Source: an optimization exercise on an open RTL-to-GDS flow (aim: small area, a short achievable clock period and few clock cycles). Production flows keep margins and buffers that such runs may drop.
In this exercise RTL edits were held to simulation tests only and were not proved equivalent to the original.

===== flow/run.sh =====
#!/bin/bash
# synth_recipe.tcl (not shown) runs the flow's synth.tcl, then flattens the netlist and writes it again
# the make line also repeats each setting of config.mk as NAME=value (left out here)
make -C /OpenROAD-flow-scripts/flow DESIGN_CONFIG=/design/flow/config.mk WORK_HOME=/design/flow/orfs CLKGATE_MAP_FILE= SYNTH_SCRIPT=/design/flow/synth_recipe.tcl finish

===== flow/config.mk =====
export PLATFORM = sky130hd
export DESIGN_NAME = muldiv_sequencer
export DESIGN_NICKNAME = muldiv_sequencer
export VERILOG_FILES = /design/flow/design.v
export SDC_FILE = /design/flow/constraint.sdc
export NUM_CORES = 4
export LEC_CHECK = 0
export CAP_MARGIN = 20
export CORE_MARGIN = 2
export CORE_UTILIZATION = 40
export SLEW_MARGIN = 20

===== flow/constraint.sdc =====
create_clock -name core_clock -period 11.0 [get_ports {clk}]
set_input_delay 2.2000 -clock core_clock [delete_from_list [all_inputs] [get_ports {clk}]]
set_output_delay 2.2000 -clock core_clock [all_outputs]
set_load 0.01 [all_outputs]

===== flow/design.v =====
`default_nettype none
module muldiv_sequencer #(
  parameter int XLEN = 32
) (
  input  logic            clk,
  input  logic            rst,
  input  logic            start,
  input  logic [2:0]      funct3,
  input  logic [XLEN-1:0] rs1_val,
  input  logic [XLEN-1:0] rs2_val,
  input  logic            flush,
  output logic            stall,
  output logic            busy,
  output logic            done,
  output logic [XLEN-1:0] result
);
  logic        st_mul, st_norm, st_div, st_fix;    
  logic [3:0]  cnt;                                
  logic        op_hi;                              
  logic        a_sgn, b_sgn;                       
  logic        d_sgn;                              
  logic        neg_res;                            
  logic        sel_r2;                             
  logic [31:0] r1, r3;
  logic [32:0] r2;
  logic accept;
  assign accept = start & ~flush & ~busy;
  assign stall  = busy | (start & ~flush);
  logic is_div, f_sgn_div, dbz, ovf, special;
  assign is_div    = funct3[2];
  assign f_sgn_div = ~funct3[0];
  assign dbz       = (rs2_val == 32'd0);
  assign ovf       = f_sgn_div & (rs1_val == 32'h8000_0000) & (&rs2_val);
  assign special   = dbz | ovf;
  logic signed [32:0] m_a;
  logic signed [8:0]  m_d;
  logic signed [41:0] m_acc, m_t;
  assign m_a = {a_sgn & r1[31], r1};
  assign m_d = {b_sgn & (cnt == 4'd0) & r3[7], r3[7:0]};
  assign m_acc = {{9{r2[32]}}, r2};
  assign m_t = m_acc + m_a * m_d;
  logic        sa, sb;
  logic [31:0] mag_a, mag_b, inv_a, inv_b;
  logic        lt;
  logic [5:0]  na, nb;
  logic [6:0]  s_est;
  logic [4:0]  s_half;
  logic [63:0] norm;
  assign sa    = d_sgn & r2[31];
  assign sb    = d_sgn & r1[31];
  assign mag_a = sa ? -r2[31:0] : r2[31:0];
  assign mag_b = sb ? -r1 : r1;
  assign lt    = mag_a < mag_b;
  assign inv_a = r2[31:0] ^ {32{sa}};
  assign inv_b = r1 ^ {32{sb}};
  function automatic logic [5:0] width32(input logic [31:0] v);
    width32 = 6'd0;
    for (int i = 0; i < 32; i++) if (v[i]) width32 = 6'(i + 1);
  endfunction
  assign na     = width32(inv_a) + {5'd0, sa};
  assign nb     = width32(inv_b | 32'd1);
  assign s_est  = {1'b0, na} - {1'b0, nb} + 7'd2;
  assign s_half = s_est[5:1];
  assign norm   = {mag_a, 32'd0} >> {s_half, 1'b0};
  logic [32:0] sh1, sh2, df1, df2;
  logic        q1, q2;
  logic [31:0] rem1, rem2;
  assign sh1  = {r2[31:0], r3[31]};
  assign df1  = sh1 - {1'b0, r1};
  assign q1   = ~df1[32];
  assign rem1 = q1 ? df1[31:0] : sh1[31:0];
  assign sh2  = {rem1, r3[30]};
  assign df2  = sh2 - {1'b0, r1};
  assign q2   = ~df2[32];
  assign rem2 = q2 ? df2[31:0] : sh2[31:0];
  logic [31:0] fix_in;
  assign fix_in = op_hi ? r2[31:0] : r3;
  always_ff @(posedge clk) begin
    if (rst) begin
      busy    <= 1'b0;
      done    <= 1'b0;
      st_mul  <= 1'b0;
      st_norm <= 1'b0;
      st_div  <= 1'b0;
      st_fix  <= 1'b0;
    end else if (flush) begin
      busy    <= 1'b0;
      done    <= 1'b0;
      st_mul  <= 1'b0;
      st_norm <= 1'b0;
      st_div  <= 1'b0;
      st_fix  <= 1'b0;
    end else if (accept) begin
      busy    <= ~(is_div & special);
      done    <= is_div & special;
      st_mul  <= ~is_div;
      st_norm <= is_div & ~special;
      st_div  <= 1'b0;
      st_fix  <= 1'b0;
    end else begin
      done    <= 1'b0;
      if (st_mul && cnt == 4'd0) begin
        st_mul <= 1'b0;
        busy   <= 1'b0;
        done   <= 1'b1;
      end
      if (st_norm) begin
        st_norm <= 1'b0;
        if (lt) begin
          busy <= 1'b0;
          done <= 1'b1;
        end else begin
          st_div <= 1'b1;
        end
      end
      if (st_div && cnt == 4'd0) begin
        st_div <= 1'b0;
        if (neg_res) begin
          st_fix <= 1'b1;
        end else begin
          busy <= 1'b0;
          done <= 1'b1;
        end
      end
      if (st_fix) begin
        st_fix <= 1'b0;
        busy   <= 1'b0;
        done   <= 1'b1;
      end
    end
  end
  always_ff @(posedge clk) begin
    if (accept) begin
      op_hi   <= funct3[1];
      a_sgn   <= ~funct3[2] & (funct3[1] ^ funct3[0]);
      b_sgn   <= ~funct3[2] & ~funct3[1] & funct3[0];
      d_sgn   <= f_sgn_div;
      neg_res <= f_sgn_div & (funct3[1] ? rs1_val[31] : rs1_val[31] ^ rs2_val[31]);
      sel_r2  <= ~is_div & (funct3[1:0] != 2'b00);
      cnt     <= 4'd3;
      if (!is_div) begin
        r1 <= rs1_val;
        r2 <= 33'd0;
        r3 <= rs2_val;
      end else begin
        r1 <= rs2_val;
        r2 <= {1'b0, rs1_val};
        r3 <= (dbz & ~funct3[1]) ? 32'hFFFF_FFFF :
              (ovf &  funct3[1]) ? 32'd0 : rs1_val;
      end
    end else begin
      if (st_mul) begin
        r2  <= m_t[40:8];
        r3  <= {m_t[7:0], r3[31:8]};
        cnt <= cnt - 4'd1;
      end
      if (st_norm) begin
        if (lt) begin
          if (!op_hi) r3 <= 32'd0;
        end else begin
          r1  <= mag_b;
          r2  <= {1'b0, norm[63:32]};
          r3  <= norm[31:0];
          cnt <= s_half - 5'd1;
        end
      end
      if (st_div) begin
        r2     <= {1'b0, rem2};
        r3     <= {r3[29:0], q1, q2};
        cnt    <= cnt - 4'd1;
        sel_r2 <= op_hi;
      end
      if (st_fix) begin
        r3     <= -fix_in;
        sel_r2 <= 1'b0;
      end
    end
  end
  assign result = sel_r2 ? r2[31:0] : r3;
endmodule
`default_nettype wire

==> results.py <==
metrics = {
    "detailed_routing": {
        "vias": 27900,
        "wl_per_cell_um": 25.3,
        "wl_um": 114000,
        "drc": 0,
        "dr.pass1.iters": 6,
        "drtIter0Drc": 3913,
        "vias_per_cell": 6.19,
        "antenna_left": 0,
    },
    "synthesis": {
        "synth_edf_count": 38,
        "postSynthCellCount": 3591,
        "synthArstFlopShare": 0,
        "ys.flop_type": "dfxtp_1",
        "ys_seq_elements": 113,
        "synth.yosys.seq_area_share": 0.0943,
        "netlist_area_um2": 28000,
        "synth_warnings": 1,
        "synth_fp_nets": 4140,
        "netlist-cell-type-count": 92,
        "avgSynthCellArea_um2": 7.80,
    },
    "clocking": {
        "clk_latency_ps": 470,
        "cts_setup_buffers": 0,
        "hold_buffers": 0,
        "numCtsBuffers": 17,
        "post_cts_resized": 0,
        "cts_max_level": 4,
        "clk_pin_slew_ps": 70,
        "cts.sinks": 113,
        "cts_root_buffer": "clkbuf_16",
        "clockBufferDepth": 2,
        "tritoncts": "yes",
    },
    "layout": {
        "regArea_um2": 2650,
        "fillers": 7108,
        "finalNonFillerCells": 4503,
        "drive_gt1_frac": 0.0578,
        "syn_to_final_growth_pct": 8.95,
        "nets": 4099,
        "fin_area_um2": 30500,
        "antenna_cells": 0,
        "multi_input_area_um2": 23300,
        "layout_common_cells": "nand2_1 (424), inv_1 (305), fa_1 (273), nor2_1 (243), a21oi_1 (218)",
        "final_common_cell": "nand2_1",
    },
    "floorplanning": {
        "chipWidth_um": 269,
        "rows": 97,
        "ioPinCount": 106,
        "die-area_um2": 72200,
        "die_y_um": 269,
        "core_area_um2": 69700,
        "initial_core_util": 0.402,
    },
    "grt": {
        "grt_pass1_wl_um": 171000,
        "met3_usage": 0.0879,
        "grt_antenna_before_repair": 2,
        "busiest_layer": "met2",
        "grt_overflow": 0,
        "grt_use_met1": 0.430,
        "globalRouteMet2Util": 0.470,
        "grt_max_degree": 73,
        "grt_pass1_vias": 26100,
        "grt_usage": 0.315,
    },
    "placed_design": {
        "dpl.hpwl_um": 89900,
        "globalplace.congestion": 1.07,
        "numPortBuffers": 105,
        "placed_area_um2": 29900,
        "dp.cells": 4471,
        "dpl_worst_slack_ps": 2500,
    },
    "timing": {
        "post-route-period-util": 0.796,
        "worst_pin_slew_ps": 1220,
        "slew_headroom": 0.179,
        "hold_viol_final": 0,
        "setup_viol": 0,
        "drv_slew": 0,
        "rsz0062_at_grt": "false",
        "max_freq_mhz": 114,
        "finalWorstSetupSlack_ps": 2240,
        "setup_tns_ps": 0,
        "fin_skew_ps": 14.0,
        "period_needed_ps": 8760,
    },
    "setup_path": {
        "critPathCaptureType": "register",
        "cp_data_arrival_time_ps": 9110,
        "required_ps": 11350,
        "worstPathMaxFanout": 33,
        "startpoint_type": "register",
        "crit_type": "reg2reg",
    },
    "run": {
        "cap_violations": 0,
    },
    "worst_hold_path": {
        "hold_path.class": "reg2reg",
    },
    "status": {
        "outcome": "complete, no violations",
    },
}
## routing by layer
layer / vias to the layer above / wire length (µm)
li1: 12400 / -
met2: 1576 / 48600
met5: - / 23
met4: 4 / 5340
met1: 13600 / 47400
met3: 258 / 12700
## critical path, cell delays in order (launching register included)
cell      delay, ps
edfxtp_1        720
clkinv_1        490
ha_1            510
a21o_1          200
a21o_1          170
a21oi_1         240
o21ai_1         150
a31oi_1         200
o21a_1          210
mux2_2          360
a41oi_2         300
nand2_2         360
buf_4           360
o21ai_0         260
ha_1            310
nor2b_1         150
o21ai_1         170
a21boi_1        120
o21a_1          190
o21a_1          210
o41a_1          430
a31o_2          320
o221ai_1        330
o211a_1         370
xnor2_4         180
buf_4           530
mux2_1          380
a221o_1         310
## worst paths after layout
path	cells past startpoint	to	startpoint	slack (ps)
max	27	r2[8]	r1[21]	2240
min	2	cnt[3]	cnt[3]	540
max reg2reg	27	r2[8]	r1[21]	2240
min reg2reg	2	cnt[3]	cnt[3]	540
## registers in the layout (all words and copies together) (netlist names)
signal,flops
r2,33
r1,32
r3,32
cnt,4
a_sgn,1
b_sgn,1
busy,1
d_sgn,1
done,1
neg_res,1
op_hi,1
sel_r2,1
st_div,1
st_fix,1
st_mul,1
st_norm,1
## stage by stage
stage | utilization | hold WS (ps)
finish | 0.438 | 535
floorplan | - | 482
CTS | 0.438 | 539
global placement | 0.430 | 514
detailed placement | 0.430 | 532
global route | 0.438 | 586
## cell type report
cell class,count,area share
multi-input combinational,2924,0.764
sequential,113,0.0867
timing repair buffer,179,0.0525
inverter,315,0.0387
tap,940,0.0385
clock buffer,21,0.0155
clock inverter,11,0.00443
## kinds of logic after synthesis
group | share of synthesized area
AND/OR/NAND/NOR | 0.194
AO/OA/AOI/OAI | 0.213
buffers and inverters | 0.0758
adder cells (fa/ha/maj) | 0.287
XOR/XNOR | 0.0635
multiplexers | 0.0727
flip-flops | 0.0943
## synthesized netlist by cell type (81+ instances only)
| library cell | number | share of area |
|---|---|---|
| mux2i_1 | 118 | 0.042 |
| nand3_1 | 84 | 0.015 |
| xnor2_1 | 134 | 0.042 |
| nor2_1 | 244 | 0.033 |
| a21oi_1 | 218 | 0.039 |
| nand2_1 | 425 | 0.057 |
| o21ai_0 | 209 | 0.037 |
| fa_1 | 274 | 0.20 |
| inv_1 | 306 | 0.041 |
| ha_1 | 204 | 0.091 |
| clkbuf_1 | 198 | 0.027 |
| and2_1 | 110 | 0.025 |
| a21o_1 | 81 | 0.022 |
Testbench counts, summed over its fixed seeds: cycles 22,515.

port drivers added, routing unchanged:
The results above use ideal ports. As a check the final layout listed here was re-extracted and re-timed, cells and wires unchanged.
Step 1, drivers: a clkbuf_16 drives clk and a buf_2 each remaining input, both assumed.
Step 2 adds t to the input delays and takes it off the output delays; t is the mean of the earliest and latest rising clock arrival at the registers after step 1. Input paths then give back, and output paths get back, about the clock's delay inside the block.
Slacks: ideal / step 1 / step 2; pairs: ideal / step 1.
t (ns): 0.517
setup slack, ns: 2.243 / 2.243 / 2.243
hold slack, ns: 0.535 / 0.535 / 0.535
clock arrival spread, ns: 0.014 / 0.014
worst data-port slew with drivers (ns): 0.07
After both steps this run still meets setup and hold. The setup slack of this run moves by 0.000 ns with the drivers and by 0.000 ns with both steps.
